This design comes from an exercise in tuning for small area, a short achievable clock period and few clock cycles on the open sky130 flow, not from production work. Only simulation tests tie the RTL to the original design; equivalence was not proved. Power is estimated from default activity; no workload was simulated.

===== flow/design.v =====
package gcsm_pkg;
  localparam int COORD_W = 6;
  localparam int VALUE_W = 32;
  localparam int CFG_IDX_W = 3;
  localparam int KIND_W = 4;
  localparam int MARK_W = 2;
  localparam logic [KIND_W-1:0] KIND_CIRCLE   = 4'd0;
  localparam logic [KIND_W-1:0] KIND_HALF_N   = 4'd1;
  localparam logic [KIND_W-1:0] KIND_HALF_S   = 4'd2;
  localparam logic [KIND_W-1:0] KIND_HALF_E   = 4'd3;
  localparam logic [KIND_W-1:0] KIND_HALF_W   = 4'd4;
  localparam logic [KIND_W-1:0] KIND_RECT     = 4'd5;
  localparam logic [KIND_W-1:0] KIND_TRIANGLE = 4'd6;
  localparam logic [KIND_W-1:0] KIND_ELLIPSE  = 4'd7;
  localparam logic [KIND_W-1:0] KIND_INACCESS = 4'd8;
  localparam logic [COORD_W-1:0] GRID_LAST_RESET = 6'd50;
endpackage
import gcsm_pkg::*;
module grid_cell_shape_membership_core
(
  input  logic                 clk,
  input  logic                 rst,
  input  logic                 cfg_valid,
  output logic                 cfg_ready,
  input  logic [gcsm_pkg::CFG_IDX_W-1:0] cfg_index,
  input  logic [gcsm_pkg::VALUE_W-1:0]   cfg_data,
  input  logic                 in_valid,
  output logic                 in_ready,
  input  logic [gcsm_pkg::COORD_W-1:0]   cell_x,
  input  logic [gcsm_pkg::COORD_W-1:0]   cell_y,
  output logic                 out_valid,
  input  logic                 out_ready,
  output logic [gcsm_pkg::COORD_W-1:0]   out_x,
  output logic [gcsm_pkg::COORD_W-1:0]   out_y,
  output logic [gcsm_pkg::MARK_W-1:0]    mark,
  output logic signed [gcsm_pkg::VALUE_W-1:0] write_value,
  output logic                 shape_fits
);
  function automatic logic le6(input logic [5:0] a, input logic [5:0] b);
    logic r;
    r = 1'b1;
    for (int i = 0; i < 6; i++) r = (!a[i] && b[i]) || ((!a[i] || b[i]) && r);
    le6 = r;
  endfunction
  function automatic logic lt6(input logic [5:0] a, input logic [5:0] b);
    logic r;
    r = 1'b0;
    for (int i = 0; i < 6; i++) r = (!a[i] && b[i]) || ((!a[i] || b[i]) && r);
    lt6 = r;
  endfunction
  function automatic logic le7(input logic [6:0] a, input logic [6:0] b);
    logic r;
    r = 1'b1;
    for (int i = 0; i < 7; i++) r = (!a[i] && b[i]) || ((!a[i] || b[i]) && r);
    le7 = r;
  endfunction
  function automatic logic le13(input logic [12:0] a, input logic [12:0] b);
    logic r;
    r = 1'b1;
    for (int i = 0; i < 13; i++) r = (!a[i] && b[i]) || ((!a[i] || b[i]) && r);
    le13 = r;
  endfunction
  function automatic logic [6:0] radd6(input logic [5:0] a, input logic [5:0] b,
                                       input logic ci);
    logic c;
    c = ci;
    for (int i = 0; i < 6; i++) begin
      radd6[i] = a[i] ^ b[i] ^ c;
      c = (a[i] & b[i]) | (a[i] & c) | (b[i] & c);
    end
    radd6[6] = c;
  endfunction
  function automatic logic fit_hi(input logic [5:0] p, input logic [5:0] q,
                                  input logic [5:0] g);
    logic [7:0] u, v, w, cs, cc, t;
    u  = {2'b00, g};
    v  = ~{2'b00, p};
    w  = ~{2'b00, q};
    cs = u ^ v ^ w;
    cc = ((u & v) | (u & w) | (v & w)) << 1;
    t  = cs + cc + 8'd2;
    fit_hi = !t[7];
  endfunction
  logic [KIND_W-1:0]         shape_kind;
  logic [COORD_W-1:0]        reg_a, reg_b, reg_c, reg_d;
  logic [COORD_W-1:0]        grid_x_last, grid_y_last;
  logic [VALUE_W-1:0]        fill_value;
  logic                      fill_ok;
  logic [VALUE_W-1:0]        wdata;
  logic [COORD_W-1:0]        wgrid;
  logic [7:0]                wen;
  assign cfg_ready = 1'b1;
  always_comb begin
    wdata = rst ? '0 : cfg_data;
    wgrid = rst ? GRID_LAST_RESET : cfg_data[COORD_W-1:0];
    for (int i = 0; i < 8; i++) wen[i] = rst || (cfg_valid && cfg_index == 3'(i));
  end
  always_ff @(posedge clk) begin
    if (wen[0]) shape_kind  <= wdata[KIND_W-1:0];
    if (wen[1]) reg_a       <= wdata[COORD_W-1:0];
    if (wen[2]) reg_b       <= wdata[COORD_W-1:0];
    if (wen[3]) reg_c       <= wdata[COORD_W-1:0];
    if (wen[4]) reg_d       <= wdata[COORD_W-1:0];
    if (wen[5]) grid_x_last <= wgrid;
    if (wen[6]) grid_y_last <= wgrid;
    if (cfg_valid && cfg_index == 3'd7) fill_value <= cfg_data;
    fill_ok <= !rst && (fill_ok || (cfg_valid && cfg_index == 3'd7));
  end
  logic is_circ, is_n, is_s, is_e, is_w, is_rect, is_tri, is_ell, is_inacc, is_rt;
  logic shape_ok, fx1, fx2, fy1, fy2, frt;
  logic [COORD_W:0]   a_plus_b;
  logic [COORD_W-1:0] rx, ryy;
  logic [COORD_W-1:0] ry, cxn, cyn, k1n, k2n, xlo, xhi, ylo, yhi;
  logic               a_lt_b, c_lt_d;
  always_comb begin
    is_n     = shape_kind == KIND_HALF_N;
    is_s     = shape_kind == KIND_HALF_S;
    is_e     = shape_kind == KIND_HALF_E;
    is_w     = shape_kind == KIND_HALF_W;
    is_inacc = shape_kind == KIND_INACCESS;
    is_circ  = (shape_kind[3] == 1'b0 && shape_kind[2:0] <= 3'd4) || is_inacc;
    is_rect  = shape_kind == KIND_RECT;
    is_tri   = shape_kind == KIND_TRIANGLE;
    is_ell   = shape_kind == KIND_ELLIPSE;
    is_rt    = is_rect || is_tri;
    ry        = is_ell ? reg_d : reg_c;
    rx  = is_w ? 6'd0 : reg_c;
    ryy = is_s ? 6'd0 : ry;
    fx1 = is_e || le6(reg_c, reg_a);
    fx2 = fit_hi(reg_a, rx, grid_x_last);
    fy1 = is_n || le6(ry, reg_b);
    fy2 = fit_hi(reg_b, ryy, grid_y_last);
    frt = le6(reg_a, grid_x_last) && le6(reg_b, grid_x_last) &&
          le6(reg_c, grid_y_last) && le6(reg_d, grid_y_last);
    a_lt_b = lt6(reg_a, reg_b);
    c_lt_d = lt6(reg_c, reg_d);
    xlo    = a_lt_b ? reg_a : reg_b;
    xhi    = a_lt_b ? reg_b : reg_a;
    ylo    = c_lt_d ? reg_c : reg_d;
    yhi    = c_lt_d ? reg_d : reg_c;
    a_plus_b = radd6(reg_a, reg_b, 1'b0);
    cxn = is_rt ? a_plus_b[COORD_W:1] : reg_a;
    cyn = is_rt ? reg_d : reg_b;
    k1n = is_ell ? reg_d : is_tri ? yhi - ylo : 6'd1;
    k2n = is_ell ? reg_c : is_tri ? xhi - xlo : 6'd1;
    if (is_ell)      shape_ok = (reg_c != '0) && (reg_d != '0);
    else if (is_tri) shape_ok = (reg_a != reg_b) && (reg_c != reg_d);
    else             shape_ok = is_circ || is_rect;
  end
  logic       fx1_q, fx2_q, fy1_q, fy2_q, frt_q, fits_q;
  logic [5:0] k1, k2, cx, cy;
  always_ff @(posedge clk) begin
    fx1_q  <= fx1;
    fx2_q  <= fx2;
    fy1_q  <= fy1;
    fy2_q  <= fy2;
    frt_q  <= frt;
    fits_q <= (is_circ || is_ell) ? (fx1_q && fx2_q && fy1_q && fy2_q) :
              is_rt ? frt_q : 1'b1;
    k1     <= k1n;
    k2     <= k2n;
    cx     <= cxn;
    cy     <= cyn;
  end
  logic blocked, leave, again, fire, geo_q, thr_q, thr_qq, head_q, vb;
  logic v1, v2, v3, h1, h2, h3, hb;
  logic [COORD_W-1:0] x3, y3, xb, yb;
  assign blocked  = out_valid && !out_ready;
  assign leave    = v3 && !blocked && (!head_q || h3);
  assign again    = v3 && !leave;
  assign in_ready = !geo_q && !thr_qq && !head_q;
  assign fire     = in_valid && in_ready;
  always_ff @(posedge clk) begin
    geo_q  <= rst || (cfg_valid && cfg_index != 3'd7);
    thr_q  <= rst || (cfg_valid && (cfg_index == 3'd0 || cfg_index == 3'd3 ||
                                    cfg_index == 3'd4));
    thr_qq <= thr_q;
    xb     <= x3;
    yb     <= y3;
    if (rst) begin
      v1        <= 1'b0;
      v2        <= 1'b0;
      v3        <= 1'b0;
      vb        <= 1'b0;
      h1        <= 1'b0;
      h2        <= 1'b0;
      h3        <= 1'b0;
      hb        <= 1'b0;
      head_q    <= 1'b0;
      out_valid <= 1'b0;
    end else begin
      vb        <= again;
      hb        <= again && (!head_q || h3);
      v1        <= fire || vb;
      v2        <= v1;
      v3        <= v2;
      h1        <= hb;
      h2        <= h1;
      h3        <= h2;
      head_q    <= head_q ? !(leave && h3) : again;
      if (!blocked) out_valid <= leave;
    end
  end
  logic [COORD_W-1:0] xin, yin;
  logic [COORD_W:0]   dxs, dys;
  logic [COORD_W-1:0] dxm, dym;
  logic               load;
  always_comb begin
    xin  = vb ? xb : cell_x;
    yin  = vb ? yb : cell_y;
    load = fire || vb;
    dxs  = {1'b0, xin} - {1'b0, cx};
    dys  = {1'b0, yin} - {1'b0, cy};
    dxm  = dxs[COORD_W] ? -dxs[COORD_W-1:0] : dxs[COORD_W-1:0];
    dym  = dys[COORD_W] ? -dys[COORD_W-1:0] : dys[COORD_W-1:0];
  end
  logic [COORD_W-1:0] x1, y1, ux, uy;
  logic               sx, sy, zx, zy;
  assign zx = ux == '0;
  assign zy = uy == '0;
  always_ff @(posedge clk) begin
    x1 <= xin;
    y1 <= yin;
    ux <= load ? dxm : reg_c;
    uy <= load ? dym : '0;
    sx <= load && dxs[COORD_W];
    sy <= load && dys[COORD_W];
  end
  logic half_ok, span_x, span_y, gate;
  logic [11:0] m1, m2;
  always_comb begin
    half_ok = !((is_n && sy) || (is_s && !sy && !zy) ||
                (is_e && sx) || (is_w && !sx && !zx));
    span_x  = le6(xlo, x1) && le6(x1, xhi);
    span_y  = le6(ylo, y1) && le6(y1, yhi);
    gate = shape_ok && (is_circ ? half_ok : (is_rt ? (span_x && span_y) : 1'b1));
  end
  gcsm_mulk u_m1 (.k(k1), .u(ux), .p(m1));
  gcsm_mulk u_m2 (.k(k2), .u(uy), .p(m2));
  logic [COORD_W-1:0] x2, y2;
  logic [11:0]        m1q, m2q;
  logic               gate2, thr2;
  always_ff @(posedge clk) begin
    begin
      x2    <= x1;
      y2    <= y1;
      m1q   <= m1;
      m2q   <= m2;
      gate2 <= gate;
      thr2  <= !v1;
    end
  end
  logic [19:0] thr, thr_n;
  logic        sub_e;
  logic [21:0] rowa, rowb;
  logic        is_ce, pass;
  assign thr_n = thr2 ? 20'hfffff : ~thr;
  assign sub_e = thr2 || !is_ell;
  gcsm_sqrows u_sq (.a(m1q[9:0]), .b(m2q[9:0]), .tn(thr_n), .ci(sub_e),
                    .r0(rowa), .r1(rowb));
  always_comb begin
    is_ce = is_circ || is_ell;
    pass  = fits_q && gate2 &&
            (is_tri ? le13({m1q, 1'b0}, {1'b0, m2q}) : 1'b1) &&
            !(is_ce && (m1q[11:10] != 2'd0 || m2q[11:10] != 2'd0));
  end
  logic [21:0]        rowa_q, rowb_q;
  logic               pass3, thr3;
  always_ff @(posedge clk) begin
    x3     <= x2;
    y3     <= y2;
    rowa_q <= rowa;
    rowb_q <= rowb;
    pass3  <= pass;
    thr3   <= thr2;
  end
  logic [21:0] sdiff;
  logic        hit;
  always_comb begin
    sdiff = rowa_q + rowb_q;
    hit   = pass3 && (!is_ce || sdiff[21]);
  end
  always_ff @(posedge clk) begin
    if (thr3) thr <= sdiff[19:0];
  end
  logic       hit_q;
  logic [3:0] wv_q;
  always_ff @(posedge clk) begin
    if (!blocked) begin
      out_x <= x3;
      out_y <= y3;
      hit_q <= hit;
      wv_q  <= {4{hit && fill_ok}};
    end
  end
  assign mark = {hit_q && is_inacc, hit_q && !is_inacc};
  always_comb
    for (int i = 0; i < VALUE_W; i++) write_value[i] = wv_q[i / 8] && fill_value[i];
  assign shape_fits  = fits_q;
endmodule
module gcsm_mulk (input logic [5:0] k, input logic [5:0] u,
                  output logic [11:0] p);
  wire mk_t1 = (k[0] & u[4]) ^ (k[1] & u[3]);
  wire mk_t2 = (k[0] & u[4]) & (k[1] & u[3]);
  wire mk_t3 = (k[0] & u[5]) ^ (k[1] & u[4]) ^ (k[2] & u[3]);
  wire mk_t4 = ((k[0] & u[5]) & (k[1] & u[4])) | ((k[2] & u[3]) & ((k[0] & u[5]) ^ (k[1] & u[4])));
  wire mk_t5 = (k[3] & u[2]) ^ (k[4] & u[1]);
  wire mk_t6 = (k[3] & u[2]) & (k[4] & u[1]);
  wire mk_t7 = (k[1] & u[5]) ^ (k[2] & u[4]) ^ (k[3] & u[3]);
  wire mk_t8 = ((k[1] & u[5]) & (k[2] & u[4])) | ((k[3] & u[3]) & ((k[1] & u[5]) ^ (k[2] & u[4])));
  wire mk_t9 = (k[4] & u[2]) ^ (k[5] & u[1]);
  wire mk_t10 = (k[4] & u[2]) & (k[5] & u[1]);
  wire mk_t11 = (k[2] & u[5]) ^ (k[3] & u[4]) ^ (k[4] & u[3]);
  wire mk_t12 = ((k[2] & u[5]) & (k[3] & u[4])) | ((k[4] & u[3]) & ((k[2] & u[5]) ^ (k[3] & u[4])));
  wire mk_t13 = (k[0] & u[3]) ^ (k[1] & u[2]);
  wire mk_t14 = (k[0] & u[3]) & (k[1] & u[2]);
  wire mk_t15 = (k[2] & u[2]) ^ (k[3] & u[1]) ^ (k[4] & u[0]);
  wire mk_t16 = ((k[2] & u[2]) & (k[3] & u[1])) | ((k[4] & u[0]) & ((k[2] & u[2]) ^ (k[3] & u[1])));
  wire mk_t17 = (k[5] & u[0]) ^ mk_t2 ^ mk_t3;
  wire mk_t18 = ((k[5] & u[0]) & mk_t2) | (mk_t3 & ((k[5] & u[0]) ^ mk_t2));
  wire mk_t19 = mk_t4 ^ mk_t6 ^ mk_t7;
  wire mk_t20 = (mk_t4 & mk_t6) | (mk_t7 & (mk_t4 ^ mk_t6));
  wire mk_t21 = (k[5] & u[2]) ^ mk_t8 ^ mk_t10;
  wire mk_t22 = ((k[5] & u[2]) & mk_t8) | (mk_t10 & ((k[5] & u[2]) ^ mk_t8));
  wire mk_t23 = (k[3] & u[5]) ^ (k[4] & u[4]) ^ (k[5] & u[3]);
  wire mk_t24 = ((k[3] & u[5]) & (k[4] & u[4])) | ((k[5] & u[3]) & ((k[3] & u[5]) ^ (k[4] & u[4])));
  wire mk_t25 = (k[0] & u[2]) ^ (k[1] & u[1]);
  wire mk_t26 = (k[0] & u[2]) & (k[1] & u[1]);
  wire mk_t27 = (k[2] & u[1]) ^ (k[3] & u[0]) ^ mk_t13;
  wire mk_t28 = ((k[2] & u[1]) & (k[3] & u[0])) | (mk_t13 & ((k[2] & u[1]) ^ (k[3] & u[0])));
  wire mk_t29 = mk_t1 ^ mk_t14 ^ mk_t15;
  wire mk_t30 = (mk_t1 & mk_t14) | (mk_t15 & (mk_t1 ^ mk_t14));
  wire mk_t31 = mk_t5 ^ mk_t16 ^ mk_t17;
  wire mk_t32 = (mk_t5 & mk_t16) | (mk_t17 & (mk_t5 ^ mk_t16));
  wire mk_t33 = mk_t9 ^ mk_t18 ^ mk_t19;
  wire mk_t34 = (mk_t9 & mk_t18) | (mk_t19 & (mk_t9 ^ mk_t18));
  wire mk_t35 = mk_t11 ^ mk_t20 ^ mk_t21;
  wire mk_t36 = (mk_t11 & mk_t20) | (mk_t21 & (mk_t11 ^ mk_t20));
  wire mk_t37 = mk_t12 ^ mk_t22 ^ mk_t23;
  wire mk_t38 = (mk_t12 & mk_t22) | (mk_t23 & (mk_t12 ^ mk_t22));
  wire mk_t39 = (k[4] & u[5]) ^ (k[5] & u[4]) ^ mk_t24;
  wire mk_t40 = ((k[4] & u[5]) & (k[5] & u[4])) | (mk_t24 & ((k[4] & u[5]) ^ (k[5] & u[4])));
  assign p = {1'b0, (k[5] & u[5]), mk_t38, mk_t36, mk_t34, mk_t32, mk_t30, mk_t28, mk_t26, (k[2] & u[0]), (k[0] & u[1]), (k[0] & u[0])} + {1'b0, mk_t40, mk_t39, mk_t37, mk_t35, mk_t33, mk_t31, mk_t29, mk_t27, mk_t25, (k[1] & u[0]), 1'b0};
endmodule
module gcsm_sqrows (input logic [9:0] a, input logic [9:0] b,
                    input logic [19:0] tn, input logic ci,
                    output logic [21:0] r0, output logic [21:0] r1);
  wire sq_t1 = (a[0] & a[8]) ^ (a[1] & a[7]) ^ (a[2] & a[6]);
  wire sq_t2 = ((a[0] & a[8]) & (a[1] & a[7])) | ((a[2] & a[6]) & ((a[0] & a[8]) ^ (a[1] & a[7])));
  wire sq_t3 = (a[0] & a[9]) ^ (a[1] & a[8]) ^ (a[2] & a[7]);
  wire sq_t4 = ((a[0] & a[9]) & (a[1] & a[8])) | ((a[2] & a[7]) & ((a[0] & a[9]) ^ (a[1] & a[8])));
  wire sq_t5 = (a[3] & a[6]) ^ (a[5] & ~a[4]);
  wire sq_t6 = (a[3] & a[6]) & (a[5] & ~a[4]);
  wire sq_t7 = (a[1] & a[9]) ^ (a[2] & a[8]) ^ (a[3] & a[7]);
  wire sq_t8 = ((a[1] & a[9]) & (a[2] & a[8])) | ((a[3] & a[7]) & ((a[1] & a[9]) ^ (a[2] & a[8])));
  wire sq_t9 = (a[4] & a[6]) ^ (a[4] & a[5]) ^ (b[1] & b[9]);
  wire sq_t10 = ((a[4] & a[6]) & (a[4] & a[5])) | ((b[1] & b[9]) & ((a[4] & a[6]) ^ (a[4] & a[5])));
  wire sq_t11 = (a[2] & a[9]) ^ (a[3] & a[8]) ^ (a[4] & a[7]);
  wire sq_t12 = ((a[2] & a[9]) & (a[3] & a[8])) | ((a[4] & a[7]) & ((a[2] & a[9]) ^ (a[3] & a[8])));
  wire sq_t13 = (a[3] & a[9]) ^ (a[4] & a[8]);
  wire sq_t14 = (a[3] & a[9]) & (a[4] & a[8]);
  wire sq_t15 = (a[0] & a[4]) ^ (a[1] & a[3]);
  wire sq_t16 = (a[0] & a[4]) & (a[1] & a[3]);
  wire sq_t17 = (a[0] & a[5]) ^ (a[1] & a[4]) ^ (a[3] & ~a[2]);
  wire sq_t18 = ((a[0] & a[5]) & (a[1] & a[4])) | ((a[3] & ~a[2]) & ((a[0] & a[5]) ^ (a[1] & a[4])));
  wire sq_t19 = (a[0] & a[6]) ^ (a[1] & a[5]) ^ (a[2] & a[4]);
  wire sq_t20 = ((a[0] & a[6]) & (a[1] & a[5])) | ((a[2] & a[4]) & ((a[0] & a[6]) ^ (a[1] & a[5])));
  wire sq_t21 = (a[2] & a[3]) ^ (b[0] & b[6]) ^ (b[1] & b[5]);
  wire sq_t22 = ((a[2] & a[3]) & (b[0] & b[6])) | ((b[1] & b[5]) & ((a[2] & a[3]) ^ (b[0] & b[6])));
  wire sq_t23 = (a[0] & a[7]) ^ (a[1] & a[6]) ^ (a[2] & a[5]);
  wire sq_t24 = ((a[0] & a[7]) & (a[1] & a[6])) | ((a[2] & a[5]) & ((a[0] & a[7]) ^ (a[1] & a[6])));
  wire sq_t25 = (a[4] & ~a[3]) ^ (b[0] & b[7]) ^ (b[1] & b[6]);
  wire sq_t26 = ((a[4] & ~a[3]) & (b[0] & b[7])) | ((b[1] & b[6]) & ((a[4] & ~a[3]) ^ (b[0] & b[7])));
  wire sq_t27 = (b[2] & b[5]) ^ (b[4] & ~b[3]);
  wire sq_t28 = (b[2] & b[5]) & (b[4] & ~b[3]);
  wire sq_t29 = (a[3] & a[5]) ^ (a[3] & a[4]) ^ (b[0] & b[8]);
  wire sq_t30 = ((a[3] & a[5]) & (a[3] & a[4])) | ((b[0] & b[8]) & ((a[3] & a[5]) ^ (a[3] & a[4])));
  wire sq_t31 = (b[1] & b[7]) ^ (b[2] & b[6]) ^ (b[3] & b[5]);
  wire sq_t32 = ((b[1] & b[7]) & (b[2] & b[6])) | ((b[3] & b[5]) & ((b[1] & b[7]) ^ (b[2] & b[6])));
  wire sq_t33 = (b[3] & b[4]) ^ tn[9] ^ sq_t1;
  wire sq_t34 = ((b[3] & b[4]) & tn[9]) | (sq_t1 & ((b[3] & b[4]) ^ tn[9]));
  wire sq_t35 = (b[0] & b[9]) ^ (b[1] & b[8]) ^ (b[2] & b[7]);
  wire sq_t36 = ((b[0] & b[9]) & (b[1] & b[8])) | ((b[2] & b[7]) & ((b[0] & b[9]) ^ (b[1] & b[8])));
  wire sq_t37 = (b[3] & b[6]) ^ (b[5] & ~b[4]) ^ tn[10];
  wire sq_t38 = ((b[3] & b[6]) & (b[5] & ~b[4])) | (tn[10] & ((b[3] & b[6]) ^ (b[5] & ~b[4])));
  wire sq_t39 = sq_t2 ^ sq_t3 ^ sq_t5;
  wire sq_t40 = (sq_t2 & sq_t3) | (sq_t5 & (sq_t2 ^ sq_t3));
  wire sq_t41 = (b[2] & b[8]) ^ (b[3] & b[7]) ^ (b[4] & b[6]);
  wire sq_t42 = ((b[2] & b[8]) & (b[3] & b[7])) | ((b[4] & b[6]) & ((b[2] & b[8]) ^ (b[3] & b[7])));
  wire sq_t43 = (b[4] & b[5]) ^ tn[11] ^ sq_t4;
  wire sq_t44 = ((b[4] & b[5]) & tn[11]) | (sq_t4 & ((b[4] & b[5]) ^ tn[11]));
  wire sq_t45 = sq_t6 ^ sq_t7 ^ sq_t9;
  wire sq_t46 = (sq_t6 & sq_t7) | (sq_t9 & (sq_t6 ^ sq_t7));
  wire sq_t47 = (a[6] & ~a[5]) ^ (b[2] & b[9]) ^ (b[3] & b[8]);
  wire sq_t48 = ((a[6] & ~a[5]) & (b[2] & b[9])) | ((b[3] & b[8]) & ((a[6] & ~a[5]) ^ (b[2] & b[9])));
  wire sq_t49 = (b[4] & b[7]) ^ (b[6] & ~b[5]) ^ tn[12];
  wire sq_t50 = ((b[4] & b[7]) & (b[6] & ~b[5])) | (tn[12] & ((b[4] & b[7]) ^ (b[6] & ~b[5])));
  wire sq_t51 = sq_t8 ^ sq_t10 ^ sq_t11;
  wire sq_t52 = (sq_t8 & sq_t10) | (sq_t11 & (sq_t8 ^ sq_t10));
  wire sq_t53 = (a[5] & a[7]) ^ (a[5] & a[6]) ^ (b[3] & b[9]);
  wire sq_t54 = ((a[5] & a[7]) & (a[5] & a[6])) | ((b[3] & b[9]) & ((a[5] & a[7]) ^ (a[5] & a[6])));
  wire sq_t55 = (b[4] & b[8]) ^ (b[5] & b[7]) ^ (b[5] & b[6]);
  wire sq_t56 = ((b[4] & b[8]) & (b[5] & b[7])) | ((b[5] & b[6]) & ((b[4] & b[8]) ^ (b[5] & b[7])));
  wire sq_t57 = tn[13] ^ sq_t12 ^ sq_t13;
  wire sq_t58 = (tn[13] & sq_t12) | (sq_t13 & (tn[13] ^ sq_t12));
  wire sq_t59 = (a[4] & a[9]) ^ (a[5] & a[8]) ^ (a[7] & ~a[6]);
  wire sq_t60 = ((a[4] & a[9]) & (a[5] & a[8])) | ((a[7] & ~a[6]) & ((a[4] & a[9]) ^ (a[5] & a[8])));
  wire sq_t61 = (b[4] & b[9]) ^ (b[5] & b[8]) ^ (b[7] & ~b[6]);
  wire sq_t62 = ((b[4] & b[9]) & (b[5] & b[8])) | ((b[7] & ~b[6]) & ((b[4] & b[9]) ^ (b[5] & b[8])));
  wire sq_t63 = tn[14] ^ sq_t14;
  wire sq_t64 = tn[14] & sq_t14;
  wire sq_t65 = (a[5] & a[9]) ^ (a[6] & a[8]) ^ (a[6] & a[7]);
  wire sq_t66 = ((a[5] & a[9]) & (a[6] & a[8])) | ((a[6] & a[7]) & ((a[5] & a[9]) ^ (a[6] & a[8])));
  wire sq_t67 = (b[5] & b[9]) ^ (b[6] & b[8]) ^ (b[6] & b[7]);
  wire sq_t68 = ((b[5] & b[9]) & (b[6] & b[8])) | ((b[6] & b[7]) & ((b[5] & b[9]) ^ (b[6] & b[8])));
  wire sq_t69 = (a[6] & a[9]) ^ (a[8] & ~a[7]);
  wire sq_t70 = (a[6] & a[9]) & (a[8] & ~a[7]);
  wire sq_t71 = (a[0] & a[2]) ^ (a[0] & a[1]);
  wire sq_t72 = (a[0] & a[2]) & (a[0] & a[1]);
  wire sq_t73 = (a[0] & a[3]) ^ (a[2] & ~a[1]) ^ (b[0] & b[3]);
  wire sq_t74 = ((a[0] & a[3]) & (a[2] & ~a[1])) | ((b[0] & b[3]) & ((a[0] & a[3]) ^ (a[2] & ~a[1])));
  wire sq_t75 = (a[1] & a[2]) ^ (b[0] & b[4]) ^ (b[1] & b[3]);
  wire sq_t76 = ((a[1] & a[2]) & (b[0] & b[4])) | ((b[1] & b[3]) & ((a[1] & a[2]) ^ (b[0] & b[4])));
  wire sq_t77 = (b[1] & b[2]) ^ tn[5];
  wire sq_t78 = (b[1] & b[2]) & tn[5];
  wire sq_t79 = (b[0] & b[5]) ^ (b[1] & b[4]) ^ (b[3] & ~b[2]);
  wire sq_t80 = ((b[0] & b[5]) & (b[1] & b[4])) | ((b[3] & ~b[2]) & ((b[0] & b[5]) ^ (b[1] & b[4])));
  wire sq_t81 = tn[6] ^ sq_t16 ^ sq_t17;
  wire sq_t82 = (tn[6] & sq_t16) | (sq_t17 & (tn[6] ^ sq_t16));
  wire sq_t83 = (b[2] & b[4]) ^ (b[2] & b[3]) ^ tn[7];
  wire sq_t84 = ((b[2] & b[4]) & (b[2] & b[3])) | (tn[7] & ((b[2] & b[4]) ^ (b[2] & b[3])));
  wire sq_t85 = sq_t18 ^ sq_t19 ^ sq_t21;
  wire sq_t86 = (sq_t18 & sq_t19) | (sq_t21 & (sq_t18 ^ sq_t19));
  wire sq_t87 = tn[8] ^ sq_t20 ^ sq_t22;
  wire sq_t88 = (tn[8] & sq_t20) | (sq_t22 & (tn[8] ^ sq_t20));
  wire sq_t89 = sq_t23 ^ sq_t25 ^ sq_t27;
  wire sq_t90 = (sq_t23 & sq_t25) | (sq_t27 & (sq_t23 ^ sq_t25));
  wire sq_t91 = sq_t24 ^ sq_t26 ^ sq_t28;
  wire sq_t92 = (sq_t24 & sq_t26) | (sq_t28 & (sq_t24 ^ sq_t26));
  wire sq_t93 = sq_t29 ^ sq_t31 ^ sq_t33;
  wire sq_t94 = (sq_t29 & sq_t31) | (sq_t33 & (sq_t29 ^ sq_t31));
  wire sq_t95 = sq_t30 ^ sq_t32 ^ sq_t34;
  wire sq_t96 = (sq_t30 & sq_t32) | (sq_t34 & (sq_t30 ^ sq_t32));
  wire sq_t97 = sq_t35 ^ sq_t37 ^ sq_t39;
  wire sq_t98 = (sq_t35 & sq_t37) | (sq_t39 & (sq_t35 ^ sq_t37));
  wire sq_t99 = sq_t36 ^ sq_t38 ^ sq_t40;
  wire sq_t100 = (sq_t36 & sq_t38) | (sq_t40 & (sq_t36 ^ sq_t38));
  wire sq_t101 = sq_t41 ^ sq_t43 ^ sq_t45;
  wire sq_t102 = (sq_t41 & sq_t43) | (sq_t45 & (sq_t41 ^ sq_t43));
  wire sq_t103 = sq_t42 ^ sq_t44 ^ sq_t46;
  wire sq_t104 = (sq_t42 & sq_t44) | (sq_t46 & (sq_t42 ^ sq_t44));
  wire sq_t105 = sq_t47 ^ sq_t49 ^ sq_t51;
  wire sq_t106 = (sq_t47 & sq_t49) | (sq_t51 & (sq_t47 ^ sq_t49));
  wire sq_t107 = sq_t48 ^ sq_t50 ^ sq_t52;
  wire sq_t108 = (sq_t48 & sq_t50) | (sq_t52 & (sq_t48 ^ sq_t50));
  wire sq_t109 = sq_t53 ^ sq_t55 ^ sq_t57;
  wire sq_t110 = (sq_t53 & sq_t55) | (sq_t57 & (sq_t53 ^ sq_t55));
  wire sq_t111 = sq_t54 ^ sq_t56 ^ sq_t58;
  wire sq_t112 = (sq_t54 & sq_t56) | (sq_t58 & (sq_t54 ^ sq_t56));
  wire sq_t113 = sq_t59 ^ sq_t61 ^ sq_t63;
  wire sq_t114 = (sq_t59 & sq_t61) | (sq_t63 & (sq_t59 ^ sq_t61));
  wire sq_t115 = tn[15] ^ sq_t60 ^ sq_t62;
  wire sq_t116 = (tn[15] & sq_t60) | (sq_t62 & (tn[15] ^ sq_t60));
  wire sq_t117 = sq_t64 ^ sq_t65 ^ sq_t67;
  wire sq_t118 = (sq_t64 & sq_t65) | (sq_t67 & (sq_t64 ^ sq_t65));
  wire sq_t119 = (b[6] & b[9]) ^ (b[8] & ~b[7]) ^ tn[16];
  wire sq_t120 = ((b[6] & b[9]) & (b[8] & ~b[7])) | (tn[16] & ((b[6] & b[9]) ^ (b[8] & ~b[7])));
  wire sq_t121 = sq_t66 ^ sq_t68 ^ sq_t69;
  wire sq_t122 = (sq_t66 & sq_t68) | (sq_t69 & (sq_t66 ^ sq_t68));
  wire sq_t123 = (a[7] & a[9]) ^ (a[7] & a[8]) ^ (b[7] & b[9]);
  wire sq_t124 = ((a[7] & a[9]) & (a[7] & a[8])) | ((b[7] & b[9]) & ((a[7] & a[9]) ^ (a[7] & a[8])));
  wire sq_t125 = (b[7] & b[8]) ^ tn[17] ^ sq_t70;
  wire sq_t126 = ((b[7] & b[8]) & tn[17]) | (sq_t70 & ((b[7] & b[8]) ^ tn[17]));
  wire sq_t127 = (a[9] & ~a[8]) ^ (b[9] & ~b[8]);
  wire sq_t128 = (a[9] & ~a[8]) & (b[9] & ~b[8]);
  wire sq_t129 = a[0] ^ b[0];
  wire sq_t130 = a[0] & b[0];
  wire sq_t131 = (b[0] & b[2]) ^ (b[0] & b[1]);
  wire sq_t132 = (b[0] & b[2]) & (b[0] & b[1]);
  wire sq_t133 = (b[2] & ~b[1]) ^ tn[4] ^ sq_t72;
  wire sq_t134 = ((b[2] & ~b[1]) & tn[4]) | (sq_t72 & ((b[2] & ~b[1]) ^ tn[4]));
  wire sq_t135 = sq_t15 ^ sq_t74 ^ sq_t75;
  wire sq_t136 = (sq_t15 & sq_t74) | (sq_t75 & (sq_t15 ^ sq_t74));
  wire sq_t137 = sq_t76 ^ sq_t78 ^ sq_t79;
  wire sq_t138 = (sq_t76 & sq_t78) | (sq_t79 & (sq_t76 ^ sq_t78));
  wire sq_t139 = sq_t80 ^ sq_t82 ^ sq_t83;
  wire sq_t140 = (sq_t80 & sq_t82) | (sq_t83 & (sq_t80 ^ sq_t82));
  wire sq_t141 = sq_t84 ^ sq_t86 ^ sq_t87;
  wire sq_t142 = (sq_t84 & sq_t86) | (sq_t87 & (sq_t84 ^ sq_t86));
  wire sq_t143 = sq_t88 ^ sq_t90 ^ sq_t91;
  wire sq_t144 = (sq_t88 & sq_t90) | (sq_t91 & (sq_t88 ^ sq_t90));
  wire sq_t145 = sq_t92 ^ sq_t94 ^ sq_t95;
  wire sq_t146 = (sq_t92 & sq_t94) | (sq_t95 & (sq_t92 ^ sq_t94));
  wire sq_t147 = sq_t96 ^ sq_t98 ^ sq_t99;
  wire sq_t148 = (sq_t96 & sq_t98) | (sq_t99 & (sq_t96 ^ sq_t98));
  wire sq_t149 = sq_t100 ^ sq_t102 ^ sq_t103;
  wire sq_t150 = (sq_t100 & sq_t102) | (sq_t103 & (sq_t100 ^ sq_t102));
  wire sq_t151 = sq_t104 ^ sq_t106 ^ sq_t107;
  wire sq_t152 = (sq_t104 & sq_t106) | (sq_t107 & (sq_t104 ^ sq_t106));
  wire sq_t153 = sq_t108 ^ sq_t110 ^ sq_t111;
  wire sq_t154 = (sq_t108 & sq_t110) | (sq_t111 & (sq_t108 ^ sq_t110));
  wire sq_t155 = sq_t112 ^ sq_t114 ^ sq_t115;
  wire sq_t156 = (sq_t112 & sq_t114) | (sq_t115 & (sq_t112 ^ sq_t114));
  wire sq_t157 = sq_t116 ^ sq_t118 ^ sq_t119;
  wire sq_t158 = (sq_t116 & sq_t118) | (sq_t119 & (sq_t116 ^ sq_t118));
  wire sq_t159 = sq_t120 ^ sq_t122 ^ sq_t123;
  wire sq_t160 = (sq_t120 & sq_t122) | (sq_t123 & (sq_t120 ^ sq_t122));
  wire sq_t161 = tn[18] ^ sq_t124 ^ sq_t126;
  wire sq_t162 = (tn[18] & sq_t124) | (sq_t126 & (tn[18] ^ sq_t124));
  wire sq_t163 = (a[8] & a[9]) ^ (b[8] & b[9]) ^ tn[19];
  wire sq_t164 = ((a[8] & a[9]) & (b[8] & b[9])) | (tn[19] & ((a[8] & a[9]) ^ (b[8] & b[9])));
  wire sq_t165 = tn[0] ^ ci;
  wire sq_t166 = tn[0] & ci;
  wire sq_t167 = tn[1] ^ sq_t130;
  wire sq_t168 = tn[1] & sq_t130;
  wire sq_t169 = (a[1] & ~a[0]) ^ (b[1] & ~b[0]) ^ tn[2];
  wire sq_t170 = ((a[1] & ~a[0]) & (b[1] & ~b[0])) | (tn[2] & ((a[1] & ~a[0]) ^ (b[1] & ~b[0])));
  wire sq_t171 = tn[3] ^ sq_t71 ^ sq_t131;
  wire sq_t172 = (tn[3] & sq_t71) | (sq_t131 & (tn[3] ^ sq_t71));
  wire sq_t173 = sq_t73 ^ sq_t132 ^ sq_t133;
  wire sq_t174 = (sq_t73 & sq_t132) | (sq_t133 & (sq_t73 ^ sq_t132));
  wire sq_t175 = sq_t77 ^ sq_t134 ^ sq_t135;
  wire sq_t176 = (sq_t77 & sq_t134) | (sq_t135 & (sq_t77 ^ sq_t134));
  wire sq_t177 = sq_t81 ^ sq_t136 ^ sq_t137;
  wire sq_t178 = (sq_t81 & sq_t136) | (sq_t137 & (sq_t81 ^ sq_t136));
  wire sq_t179 = sq_t85 ^ sq_t138 ^ sq_t139;
  wire sq_t180 = (sq_t85 & sq_t138) | (sq_t139 & (sq_t85 ^ sq_t138));
  wire sq_t181 = sq_t89 ^ sq_t140 ^ sq_t141;
  wire sq_t182 = (sq_t89 & sq_t140) | (sq_t141 & (sq_t89 ^ sq_t140));
  wire sq_t183 = sq_t93 ^ sq_t142 ^ sq_t143;
  wire sq_t184 = (sq_t93 & sq_t142) | (sq_t143 & (sq_t93 ^ sq_t142));
  wire sq_t185 = sq_t97 ^ sq_t144 ^ sq_t145;
  wire sq_t186 = (sq_t97 & sq_t144) | (sq_t145 & (sq_t97 ^ sq_t144));
  wire sq_t187 = sq_t101 ^ sq_t146 ^ sq_t147;
  wire sq_t188 = (sq_t101 & sq_t146) | (sq_t147 & (sq_t101 ^ sq_t146));
  wire sq_t189 = sq_t105 ^ sq_t148 ^ sq_t149;
  wire sq_t190 = (sq_t105 & sq_t148) | (sq_t149 & (sq_t105 ^ sq_t148));
  wire sq_t191 = sq_t109 ^ sq_t150 ^ sq_t151;
  wire sq_t192 = (sq_t109 & sq_t150) | (sq_t151 & (sq_t109 ^ sq_t150));
  wire sq_t193 = sq_t113 ^ sq_t152 ^ sq_t153;
  wire sq_t194 = (sq_t113 & sq_t152) | (sq_t153 & (sq_t113 ^ sq_t152));
  wire sq_t195 = sq_t117 ^ sq_t154 ^ sq_t155;
  wire sq_t196 = (sq_t117 & sq_t154) | (sq_t155 & (sq_t117 ^ sq_t154));
  wire sq_t197 = sq_t121 ^ sq_t156 ^ sq_t157;
  wire sq_t198 = (sq_t121 & sq_t156) | (sq_t157 & (sq_t121 ^ sq_t156));
  wire sq_t199 = sq_t125 ^ sq_t158 ^ sq_t159;
  wire sq_t200 = (sq_t125 & sq_t158) | (sq_t159 & (sq_t125 ^ sq_t158));
  wire sq_t201 = sq_t127 ^ sq_t160 ^ sq_t161;
  wire sq_t202 = (sq_t127 & sq_t160) | (sq_t161 & (sq_t127 ^ sq_t160));
  wire sq_t203 = sq_t128 ^ sq_t162 ^ sq_t163;
  wire sq_t204 = (sq_t128 & sq_t162) | (sq_t163 & (sq_t128 ^ sq_t162));
  wire sq_t205 = 1'b1 ^ sq_t164;
  wire sq_t206 = 1'b1 & sq_t164;
  assign r0 = {1'b1, sq_t204, sq_t202, sq_t200, sq_t198, sq_t196, sq_t194, sq_t192, sq_t190, sq_t188, sq_t186, sq_t184, sq_t182, sq_t180, sq_t178, sq_t176, sq_t174, sq_t172, sq_t170, sq_t168, sq_t166, sq_t129};
  assign r1 = {sq_t206, sq_t205, sq_t203, sq_t201, sq_t199, sq_t197, sq_t195, sq_t193, sq_t191, sq_t189, sq_t187, sq_t185, sq_t183, sq_t181, sq_t179, sq_t177, sq_t175, sq_t173, sq_t171, sq_t169, sq_t167, sq_t165};
endmodule

===== flow/config.mk =====
export PLATFORM = sky130hd
export DESIGN_NAME = grid_cell_shape_membership_core
export DESIGN_NICKNAME = grid_cell_shape_membership_core
export VERILOG_FILES = /design/flow/design.v
export SDC_FILE = /design/flow/constraint.sdc
export NUM_CORES = 4
export LEC_CHECK = 0
export CAP_MARGIN = 20
export CORE_MARGIN = 2
export CORE_UTILIZATION = 40
export CTS_BUF_LIST = sky130_fd_sc_hd__clkbuf_8
export PLACE_DENSITY = 0.6
export SETUP_SLACK_MARGIN = 3.9
export SLEW_MARGIN = 20

===== flow/constraint.sdc =====
create_clock -name core_clock -period 7.0 [get_ports {clk}]
set_input_delay 1.4000 -clock core_clock [delete_from_list [all_inputs] [get_ports {clk}]]
set_output_delay 1.4000 -clock core_clock [all_outputs]
set_load 0.01 [all_outputs]

===== flow/run.sh =====
#!/bin/bash
# synth_recipe.tcl (not shown) runs the flow's synth.tcl, then flattens the netlist and writes it again
# the make line also repeats each setting of config.mk as NAME=value (left out here)
make -C /OpenROAD-flow-scripts/flow DESIGN_CONFIG=/design/flow/config.mk WORK_HOME=/design/flow/orfs CLKGATE_MAP_FILE= SYNTH_SCRIPT=/design/flow/synth_recipe.tcl finish

==> metrics.csv, run 1 <==
stage;metric;value;unit
critical_path;reg2reg_to;rowb_q[11];
synth;synth_area;0.0175;mm2
route;dr.pass1.iters;5;
global_route;antenna_found_initial;1;
pwr;combPwrFrac;37.4;%
synth;synthesis.instances;1671;
layout;syn_to_final_growth;22.1;%
sta;slew_viol_final;0;
critical_path;critPathMaxFanout;12;
synth;synth_edf_count;106;
worst_hold_path;hold_path_end;y3[3];
global_route;grt_pass1_wl;70300;um
synth;synthArstFlopShare;0;%
critical_path;rr_startpoint;m1q[9];
clocking;cts_root_buffer;clkbuf_8;
placed_design;place_inst;2322;
pwr;switching_share;34.7;%
synth;synth.top_cell.area_share;20.2;%
floorplanning;die_w;213;um
sta;whs;0.320;ns
clocking;clock_latency;0.62;ns
synth;ys_warn_count;1;
layout;n_antenna_cell;0;
route;drt_iter0_markers;656;
clocking;cts_buffers;50;
pwr;p_seq_share;37.0;%
pwr;internal_power;0.00390;W
floorplanning;ioPinCount;102;
layout;fillers;4037;
worst_hold_path;worstHoldStart;y2[3];
critical_path;worstSetupStartpointType;register;
sta;setup_viol;0;
clocking;cts_tree;yes;
critical_path;r2r_cells;10;
route;ant_nets;0;
placed_design;dp_hpwl;31500;um
critical_path;cp-end-kind;register;
clocking;cts_max_path_buffers;3;
synth;ys_seq_area_share;38.4;%
job;drv_cap;0;
floorplanning;initial_core_util;40.6;%
floorplanning;die_h;213;um
layout;nets;2206;
placed_design;portBuffers;100;
worst_hold_path;hold_class;register to register;
sta;setup_tns;0;ns
layout;layout_commonest_cell;inv_1;
critical_path;cp.arrival;3.59;ns
global_route;grt.total_usage;20.2;%
global_route;grt_pass1_vias;13060;
route;drc;0;
pwr;ir_drop;0.146;mV
worst_hold_path;min_path_cells;0;
clocking;clock-sinks;283;
sta;hold_viol;0;
synth;ys_ff_latch;283;
sta;clock_skew;0.0348;ns
synth;ys.flop_type;dfxtp_1;
sta;fin_crit_sh;44.2;%
pwr;power.density;279;mW/mm2
pwr;leakage;9.31;nW
global_route;gr-total-overflow;0;
sta;worst_pin_slew;0.958;ns
sta;fmax;323;MHz
route;viasPerCell;4.99;
floorplanning;rows;76;
synth;synth_largest_area_cell;dfxtp_1;
synth;synth_top_cells_by_area;dfxtp_1 (20%), edfxtp_1 (18%), fa_1 (16%);
synth;syn_nets;1995;
critical_path;crit_type;register to register;
critical_path;cp.required;7.49;ns
layout;final_cell_mix;inv_1 (203), dfxtp_1 (146), and2_1 (131);
layout;final_cells;2507;
floorplanning;core;0.0432;mm2
clocking;ctsHoldBuffers;0;
placed_design;gp_congestion;0.923;
floorplanning;die_area;0.0455;mm2
route;routed_wl;43900;um
clocking;clkTransAtPathRegs;0.06;ns
sta;rsz0062_at_grt;true;
sta;layout_min_cycle_time;3.09;ns
route;dr_total_vias;12518;
layout;drive_gt1_share;19.7;%
global_route;grt_max_degree;34;
pwr;p_clk_share;25.7;%
synth;synthDistinctLibCells;75;
outcome;status;no timing/DRC/antenna violations;
synth;syn_area_per_cell;10.5;um2
route;wl_per_cell;17.5;um
critical_path;ff2ff_setup_slack;3.91;ns
sta;max-slew-margin-rel;36.1;%
pwr;p_switching;0.00207;W
clocking;cts_max_level;2;
[worst max-delay path: stages, from the launching register on]
cell and delay (ns):
dfxtp_4 0.38, and2_4 0.15, fa_1 0.52, inv_1 0.05
fa_2 0.53, inv_1 0.06, fa_2 0.33, inv_2 0.06
fa_1 0.39, inv_2 0.07, fa_1 0.42
[power groups by stage]
stage	combinational (W)	clock [W]	sequential, W
2_1_floorplan	0.00154	0	0.00214
3_3_place_gp	0.00191	0	0.00225
3_5_place_dp	0.00197	0	0.00225
4_1_cts	0.00211	0.00159	0.00221
5_1_grt	0.00255	0.00166	0.00223
6_report	0.00223	0.00153	0.00221
[cell type report]
type | instances | area, um2 | area share, %
inverters | 211 | 821 | 3.84
multi-input cells | 1137 | 10300 | 48.2
repair buffers | 199 | 1700 | 7.97
flip-flops and latches | 283 | 6820 | 31.9
clock inverters | 33 | 196 | 0.918
clock buffers | 59 | 812 | 3.80
well taps | 585 | 732 | 3.42
[through the flow]
stage / total power [W] / util, % / cell area, um2 / worst slack (ns)
final: 0.00596 / 49.5 / 21400 / 3.91
after global placement: 0.00416 / 44.4 / 19200 / 3.08
after global routing: 0.00644 / 49.5 / 21400 / 3.82
after floorplan: 0.00369 / - / 17600 / 3.74
after detailed placement: 0.00422 / 44.4 / 19200 / 3.11
after CTS: 0.00591 / 48.0 / 20700 / 3.84
[what timing repair did]
action,4_1_cts,5_1_grt
pin swaps,33,45
endpoints found under the setup margin,70,55
gates cloned,1,0
resized for setup,209,108
buffers inserted,48,44
[cell usage after synthesis (12+ instances only)]
master    instances
o21ai_1          17
nand2b_1         31
a21o_1           24
dfxtp_1         177
clkbuf_1         34
nand2_1         112
o21ai_0          33
xnor2_1          42
and2_1          145
fa_1            139
xor2_1           14
inv_1           204
o21bai_1         12
nor2b_1          51
a21oi_1          71
mux2i_1          25
nor2_1           91
maj3_1           20
edfxtp_1        106
ha_1            133
nor3_1           23
[sequential cells by signal, summed over array words and instances (netlist names), 12 cells and up]
register    count
m2q            12
thr            20
fill_value     32
rowb_q         22
rowa_q         21
m1q            12
[per-layer routing]
metal / global-route usage, % / share of wire (%) / vias to the layer above / routed length [um]
met3: 3.75 / 5.5 / 83 / 2400
li1: - / - / 5970 / -
met4: 7.71 / 3.2 / 2 / 1400
met5: 0.779 / 0.098 / - / 43
met1: 27.3 / 46 / 6154 / 20100
met2: 32.0 / 45 / 309 / 20000
[cells by family (layout without fill, tap and decap cells)]
kind of cell / Yosys count / count (layout) / synth area share, %
AND/OR/NAND/NOR: 503 / 503 / 15.1
adder cells (fa/ha/maj): 295 / 295 / 26.7
flip-flops: 283 / 283 / 38.4
buffers and inverters: 251 / 502 / 5.57
AO/OA/AOI/OAI: 247 / 247 / 9.35
XOR/XNOR: 56 / 56 / 2.80
multiplexers: 35 / 35 / 2.07
other: 1 / 1 / 0.0214
[worst max-delay path by stage]
stage / start / end / cells past startpoint
floorplan: cell_x[0] / ux[4] / 12
global placement: cell_y[0] / uy[4] / 13
detailed placement: cell_y[0] / uy[4] / 13
CTS: shape_kind[2] / mark[1] / 4
global route: ux[3] / m1q[9] / 12
finish: m1q[9] / rowb_q[11] / 10
Testbench counts, summed over its fixed seeds: cycles 14,784.
==> run 2, diff against run 1 <==
--- a/flow/config.mk
+++ b/flow/config.mk
@@ -10,4 +10,2 @@
 export CORE_UTILIZATION = 40
-export CTS_BUF_LIST = sky130_fd_sc_hd__clkbuf_8
-export PLACE_DENSITY = 0.6
 export SETUP_SLACK_MARGIN = 3.9
==> run 2 against run 1 <==
  * Clock skew barely moved
  * Synthesized cell count is the same
  * Highest routed layer is now met4
  * Combinational power barely moved
  * Design area grew 0.64%
  * Count of clock-buffer cells in the layout shrank 15
  * Sequential share of layout area shrank 0.23 points
  * Non-clock buffer count grew 5
  * Hold slack improved by 0.0047 ns
  * Core utilization increased by 0.32 points
  * Critical path type unchanged
  * Fmax rose by 0.15%
  * Worst setup slack gained 0.0047 ns
  * Sequential power is essentially flat
  * Largest cell class unchanged
==> metrics.csv, run 2 <==
stage;metric;value;unit;change
outcome;status;no timing/DRC/antenna violations;;unchanged
global_route;grt_pass1_vias;12984;;was 13060
critical_path;cp-end-kind;register;;unchanged
sta;layout_min_cycle_time;3.09;ns;about the same
layout;top_register;fill_value;;unchanged
layout;n_antenna_cell;0;;unchanged
sta;worst_pin_slew;0.972;ns;was 0.958 ns
route;dr.pass1.iters;5;;unchanged
placed_design;portBuffers;100;;unchanged
synth;synthesis.instances;1671;;unchanged
critical_path;path_common_cell;fa_1;;unchanged
route;drc;0;;unchanged
layout;drive_gt1_share;19.2;%;was 19.7%
synth;synthDistinctLibCells;75;;unchanged
synth;ys_warn_count;1;;unchanged
global_route;grt_max_degree;34;;unchanged
synth;synth.top_cell.area_share;20.2;%;unchanged
floorplanning;ioPinCount;102;;unchanged
placed_design;post-place-ws;3.11;ns;unchanged
synth;synth_largest_area_cell;dfxtp_1;;unchanged
synth;syn_nets;1995;;unchanged
clocking;clock-sinks;283;;unchanged
global_route;antenna_found_initial;0;;was 1
clocking;cts_max_path_buffers;3;;unchanged
pwr;ir_drop;0.172;mV;was 0.146 mV
critical_path;critPathMaxFanout;3;;was 12
synth;synthArstFlopShare;0;%;unchanged
placed_design;gp_congestion;0.923;;unchanged
synth;ys.flop_type;dfxtp_1;;unchanged
synth;synth_edf_count;106;;unchanged
critical_path;cp.arrival;3.51;ns;was 3.59 ns
layout;nets;2196;;was 2206
layout;syn_to_final_growth;22.9;%;was 22.1%
worst_hold_path;hold_class;register to register;;unchanged
sta;setup_tns;0;ns;unchanged
route;wl_per_cell;17.8;um;was 17.5 um
placed_design;dp_hpwl;31500;um;unchanged
route;dr_total_vias;12471;;was 12518
sta;hold_viol;0;;unchanged
layout;reg.largest.list;fill_value x32, rowb_q x22, rowa_q x21;;unchanged
sta;fin_crit_sh;44.1;%;was 44.2%
critical_path;worstSetupStartpointType;register;;unchanged
sta;max-slew-margin-rel;35.1;%;was 36.1%
layout;layout_commonest_cell;inv_1;;unchanged
sta;timing.final.ws_setup;3.91;ns;about the same
layout;final_cells;2484;;was 2507
floorplanning;die_h;213;um;unchanged
route;viasPerCell;5.02;;was 4.99
synth;ys_top_cells_by_count;inv_1 (204), dfxtp_1 (177), and2_1 (145), fa_1 (139), ha_1 (133);;unchanged
floorplanning;die_area;0.0455;mm2;unchanged
synth;ys_ff_latch;283;;unchanged
route;ant_nets;0;;unchanged
synth;yosysMostFrequentCell;inv_1;;unchanged
floorplanning;die_w;213;um;unchanged
clocking;cts_buffers;35;;was 50
sta;setup_viol;0;;unchanged
pwr;power;0.00626;W;was 0.00596 W
global_route;grt.total_usage;20.2;%;about the same
clocking;cts_root_buffer;clkbuf_16;;was clkbuf_8
floorplanning;initial_core_util;40.6;%;unchanged
floorplanning;core;0.0432;mm2;unchanged
critical_path;crit_chain;nand2_4 > fa_1 > inv_1 > fa_1 > fa_1 > ha_4 > inv_2 > o21bai_1 > a21oi_2 > o21bai_1 > a21oi_2 > xnor2_1;;was and2_4 > fa_1 > inv_1 > fa_2 > inv_1 > fa_2 > inv_2 > fa_1 > inv_2 > fa_1
critical_path;slowest_delay;0.52;ns;was 0.53 ns
clocking;cts_tree;yes;;unchanged
layout;fillers;4004;;was 4037
sta;clock_skew;0.0344;ns;was 0.0348 ns
synth;synth_top_cells_by_area;dfxtp_1 (20%), edfxtp_1 (18%), fa_1 (16%);;unchanged
pwr;leakage;9.33;nW;was 9.31 nW
route;drt_iter0_markers;629;;was 656
job;drv_cap;0;;unchanged
layout;final_cell_mix;inv_1 (185), dfxtp_1 (147), and2_1 (137);;was inv_1 (203), dfxtp_1 (146), and2_1 (131)
global_route;gr-total-overflow;0;;unchanged
clocking;ctsHoldBuffers;0;;unchanged
clocking;cts_max_level;2;;unchanged
route;routed_wl;44200;um;was 43900 um
clocking;clkTransAtPathRegs;0.06;ns;about the same
floorplanning;rows;76;;unchanged
clocking;clock_latency;0.56;ns;was 0.62 ns
synth;syn_area_per_cell;10.5;um2;unchanged
placed_design;place_inst;2322;;unchanged
layout;largest_reg_flops;32;;unchanged
synth;ys_seq_area_share;38.4;%;unchanged
sta;fmax;324;MHz;was 323 MHz
pwr;power.density;291;mW/mm2;was 279 mW/mm2
critical_path;cp.required;7.42;ns;was 7.49 ns
critical_path;slowest_stage;fa_1;;was fa_2
global_route;grt_pass1_wl;70500;um;was 70300 um
synth;synth_area;0.0175;mm2;unchanged
sta;slew_viol_final;0;;unchanged
sta;whs;0.324;ns;was 0.320 ns
critical_path;crit_type;register to register;;unchanged
sta;rsz0062_at_grt;true;;unchanged
-- run 2: cell counts after synthesis --
Identical to the previous run, type by type.
-- run 2: cell type report --
cell class	count	area (um2)	area share, %
repair buffers	204	1700	7.92
inverters	211	827	3.84
clock inverters	20	205	0.953
multi-input cells	1137	10300	47.7
well taps	585	732	3.40
clock buffers	44	971	4.51
flip-flops and latches	283	6810	31.7
-- run 2: cells by family after synthesis --
logic type,share of synthesized area (%)
other,0.0214
and+or+nand+nor,15.1
AOI/OAI and AO/OA,9.35
adders and majority gates,26.7
DFF,38.4
buffers and inverters,5.57
xor gates and xnor gates,2.80
muxes,2.07
-- run 2: per-layer routing --
metal	global-route usage, %	share of wire [%]	vias up
met3	3.27	5.6	69
met4	6.18	2.4	0
met2	33.0	46	316
li1	-	-	5956
met1	27.6	46	6130
met5	0	0	-
-- run 2: critical path: cells and delay by family, from the launching register on --
family | cells | cell delay [ns]
flops | 1 | 0.37
xor+xnor | 1 | 0.12
buf+inv | 2 | 0.08
simple gates | 1 | 0.05
fa+ha+maj | 4 | 1.81
compound gates | 4 | 0.55
-- run 2: what timing repair did --
item / CTS / global route
cloned: 1 / 0
setup endpoints to repair: 70 / 47
pin swaps: 39 / 51
gates resized for setup: 219 / 88
buffers inserted: 52 / 45
-- run 2: power by group --
group / internal (W) / leakage (nW) / total (W) / switching, W
registers: 0.00203 / 2.53 / 0.00221 / 0.000179
logic: 0.00103 / 6.23 / 0.00223 / 0.00120
clock network: 0.00110 / 0.577 / 0.00183 / 0.000726
-- run 2: through the flow --
| step | util [%] | cell area, um2 |
|---|---|---|
| floorplan | - | 17600 |
| global placement | 44.4 | 19200 |
| detailed placement | 44.4 | 19200 |
| CTS | 48.4 | 20900 |
| global route | 49.9 | 21500 |
| finish | 49.9 | 21500 |
-- run 2: final timing paths --
kind,startpoint,end,slack (ns),cells past startpoint
worst max register to register,uy[5],m2q[9],3.91,12
worst min-delay path,y2[5],y3[5],0.32,0
worst max-delay path,uy[5],m2q[9],3.91,12
worst min register to register,y2[5],y3[5],0.32,0
==> run 3, diff against run 2 <==
--- a/flow/config.mk
+++ b/flow/config.mk
@@ -10,2 +10,3 @@
 export CORE_UTILIZATION = 40
+export CTS_BUF_LIST = sky130_fd_sc_hd__clkbuf_4
 export SETUP_SLACK_MARGIN = 3.9
==> run 3 against run 2 <==
  * Still clean
  * Sequential share of layout area barely moved
  * Sequential cell count did not move
  * Hold slack got worse by 0.030 ns
  * Core utilization barely moved
  * Register-to-register slack got worse by 0.03 ns
  * Clock power fell by 16%
  * Wire length rose by 0.56%
  * Count of clock-buffer cells in the layout rose by 82
  * Critical path type is now register to primary output
==> metrics.csv, run 3 <==
stage;metric;value;unit;change
synth;ys_warn_count;1;;unchanged
clocking;clock_latency;0.83;ns;was 0.56 ns
synth;ys.flop_type;dfxtp_1;;unchanged
synth;yosysMostFrequentCell;inv_1;;unchanged
critical_path;cp-end-kind;primary output;;was register
sta;max-slew-margin-rel;34.3;%;was 35.1%
pwr;leakage;9.39;nW;was 9.33 nW
route;ant_nets;0;;unchanged
global_route;gr-total-overflow;0;;unchanged
critical_path;worst-path-buf-inv;4;;was 2
layout;top_register;fill_value;;unchanged
floorplanning;ioPinCount;102;;unchanged
route;drc;0;;unchanged
route;viasPerCell;4.97;;was 5.02
route;routed_wl;44500;um;was 44200 um
global_route;grt_max_degree;34;;unchanged
outcome;status;no timing/DRC/antenna violations;;unchanged
critical_path;crit_chain;buf_6 > buf_12 > buf_12 > and2_4 > buf_6;;was nand2_4 > fa_1 > inv_1 > fa_1 > fa_1 > ha_4 > inv_2 > o21bai_1 > a21oi_2 > o21bai_1 > a21oi_2 > xnor2_1
route;dr.pass1.iters;5;;unchanged
floorplanning;die_w;213;um;unchanged
sta;fmax;305;MHz;was 324 MHz
sta;setup_viol;0;;unchanged
floorplanning;die_h;213;um;unchanged
sta;layout_min_cycle_time;3.28;ns;was 3.09 ns
sta;setup_tns;0;ns;unchanged
critical_path;cp.required;5.60;ns;was 7.42 ns
sta;rsz0062_at_grt;true;;unchanged
route;drt_iter0_markers;747;;was 629
critical_path;worstSetupStartpointType;register;;unchanged
worst_hold_path;hold_class;register to register;;unchanged
synth;synth_top_cells_by_area;dfxtp_1 (20%), edfxtp_1 (18%), fa_1 (16%);;unchanged
clocking;clock-sinks;283;;unchanged
pwr;p_seq_share;37.1;%;was 35.3%
pwr;p_switching;0.00208;W;was 0.00210 W
sta;fin_crit_sh;46.8;%;was 44.1%
critical_path;critPathTopFamily;buffers and inverters;;was adder cells
pwr;p_clk_share;25.7;%;was 29.2%
synth;synth.top_cell.area_share;20.2;%;unchanged
critical_path;critPathMaxFanout;8;;was 3
clocking;clkTransAtPathRegs;0.07;ns;was 0.06 ns
critical_path;cp.arrival;1.88;ns;was 3.51 ns
sta;clock_skew;0.0639;ns;was 0.0344 ns
synth;ys_seq_area_share;38.4;%;unchanged
synth;ys_top_cells_by_count;inv_1 (204), dfxtp_1 (177), and2_1 (145), fa_1 (139), ha_1 (133);;unchanged
synth;synthesis.instances;1671;;unchanged
job;drv_cap;0;;unchanged
layout;nets;2225;;was 2196
synth;syn_nets;1995;;unchanged
pwr;internal_power;0.00386;W;was 0.00416 W
synth;synthDistinctLibCells;75;;unchanged
floorplanning;initial_core_util;40.6;%;unchanged
clocking;cts_max_level;3;;was 2
placed_design;portBuffers;100;;unchanged
sta;worst_pin_slew;0.984;ns;was 0.972 ns
critical_path;crit_type;register to primary output;;was register to register
floorplanning;rows;76;;unchanged
layout;fillers;4032;;was 4004
synth;synth_area;0.0175;mm2;unchanged
global_route;antenna_found_initial;2;;was 0
pwr;switching_share;35.0;%;was 33.6%
global_route;grt.total_usage;20.7;%;was 20.2%
sta;slew_viol_final;0;;unchanged
clocking;cts_root_buffer;clkbuf_4;;was clkbuf_16
placed_design;place_inst;2322;;unchanged
global_route;grt_pass1_wl;71700;um;was 70500 um
synth;synth_largest_area_cell;dfxtp_1;;unchanged
synth;syn_area_per_cell;10.5;um2;unchanged
placed_design;dp_hpwl;31500;um;unchanged
clocking;cts_buffers;79;;was 35
critical_path;slowest_delay;0.37;ns;was 0.52 ns
clocking;cts_max_path_buffers;3;;unchanged
route;dr_total_vias;12684;;was 12471
layout;final_cell_mix;inv_1 (184), dfxtp_1 (147), clkbuf_4 (126);;was inv_1 (185), dfxtp_1 (147), and2_1 (137)
layout;drive_gt1_share;23.2;%;was 19.2%
pwr;ir_drop;0.139;mV;was 0.172 mV
layout;largest_reg_flops;32;;unchanged
layout;final_cells;2552;;was 2484
floorplanning;core;0.0432;mm2;unchanged
layout;reg.largest.list;fill_value x32, rowb_q x22, rowa_q x21;;unchanged
global_route;grt_pass1_vias;13419;;was 12984
pwr;power.density;276;mW/mm2;was 291 mW/mm2
clocking;ctsHoldBuffers;0;;unchanged
synth;synthArstFlopShare;0;%;unchanged
floorplanning;die_area;0.0455;mm2;unchanged
clocking;cts_tree;yes;;unchanged
layout;layout_commonest_cell;inv_1;;unchanged
route;wl_per_cell;17.4;um;was 17.8 um
layout;syn_to_final_growth;23.0;%;was 22.9%
pwr;combPwrFrac;37.2;%;was 35.5%
synth;synth_edf_count;106;;unchanged
placed_design;gp_congestion;0.923;;unchanged
sta;hold_viol;0;;unchanged
synth;ys_ff_latch;283;;unchanged
critical_path;slowest_stage;edfxtp_1;;was fa_1
pwr;power;0.00594;W;was 0.00626 W
## run 3: kinds of logic after synthesis
logic type | synth area share, %
other cells | 0.0214
compound gates | 9.35
flops | 38.4
simple gates | 15.1
fa+ha+maj | 26.7
mux | 2.07
buf+inv | 5.57
xor+xnor | 2.80
## run 3: area by class of cell
| cell class | count | area (um2) | area share (%) |
|---|---|---|---|
| Tap cell | 585 | 732 | 3.40 |
| Timing Repair Buffer | 189 | 1790 | 8.33 |
| Sequential cell | 283 | 6820 | 31.7 |
| Clock buffer | 126 | 946 | 4.39 |
| Multi-Input combinational cell | 1137 | 10300 | 48.0 |
| Clock inverter | 20 | 86.3 | 0.401 |
| Inverter | 211 | 823 | 3.82 |
| Antenna cell | 1 | 2.50 | 0.0116 |
## run 3: repair_timing
item | in CTS | in global routing
endpoints found under the setup margin | 74 | 69
setup buffers | 51 | 30
cloned | 2 | 0
pin swaps | 35 | 53
gates resized for setup | 308 | 77
## run 3: path summary, 6_finish.rpt
check                from               to  slack (ns)  cells after the start
hold reg to reg     y2[1]            y3[1]        0.29                      0
hold / removal      y2[1]            y3[1]        0.29                      0
setup / recovery  wv_q[0]  write_value[27]        3.72                      5
setup reg to reg   m1q[8]       rowb_q[10]        3.88                     10
## run 3: power groups by stage
stage	registers [W]	logic [W]	clock network, W
after floorplan	0.00214	0.00154	0
after global placement	0.00225	0.00191	0
after detailed placement	0.00225	0.00197	0
after CTS	0.00220	0.00211	0.00159
after global routing	0.00223	0.00253	0.00168
final	0.00220	0.00221	0.00153
## run 3: per-stage QoR
stage	hold WS (ns)	setup slack [ns]	utilization, %	area [um2]
after floorplan	0.310	3.74	-	17600
after global placement	0.311	3.08	44.4	19200
after detailed placement	0.312	3.11	44.4	19200
after CTS	0.291	3.63	48.7	21000
after global routing	0.307	3.65	49.9	21500
final	0.295	3.72	49.9	21500
## run 3: routing by layer
metal	track usage, %	routed length, um	share of wire [%]	up-vias
met5	0.779	43	0.097	-
met4	9.03	1380	3.1	2
met3	4.50	2480	5.6	81
met2	32.5	20200	45	331
met1	27.5	20300	46	6202
li1	-	-	-	6068

==> port drivers added, routing unchanged <==
The results above use ideal ports. As a check the final layouts listed here were re-extracted and re-timed, cells and wires unchanged.
Step 1, drivers: a clkbuf_16 drives clk and a buf_2 each remaining input, both assumed.
Step 2 also shifts input and output timing later by t, the mid clock arrival at the registers, as if the neighbouring blocks saw the same clock.
Three values: ideal ports, drivers, drivers and shift; two values: the first two.
run	shift t [ns]	slack for setup (ns)	worst data-port slew with drivers (ns)
run 1	0.649	3.908 / 3.885 / 3.349	0.06
run 2	0.599	3.913 / 3.913 / 3.468	0.05
run 3	0.843	3.723 / 3.674 / 3.199	0.05
After both steps setup and hold are still met in every run listed. The setup slack of run 1, which loses most, moves by -0.023 ns with the drivers and by -0.559 ns with both steps.
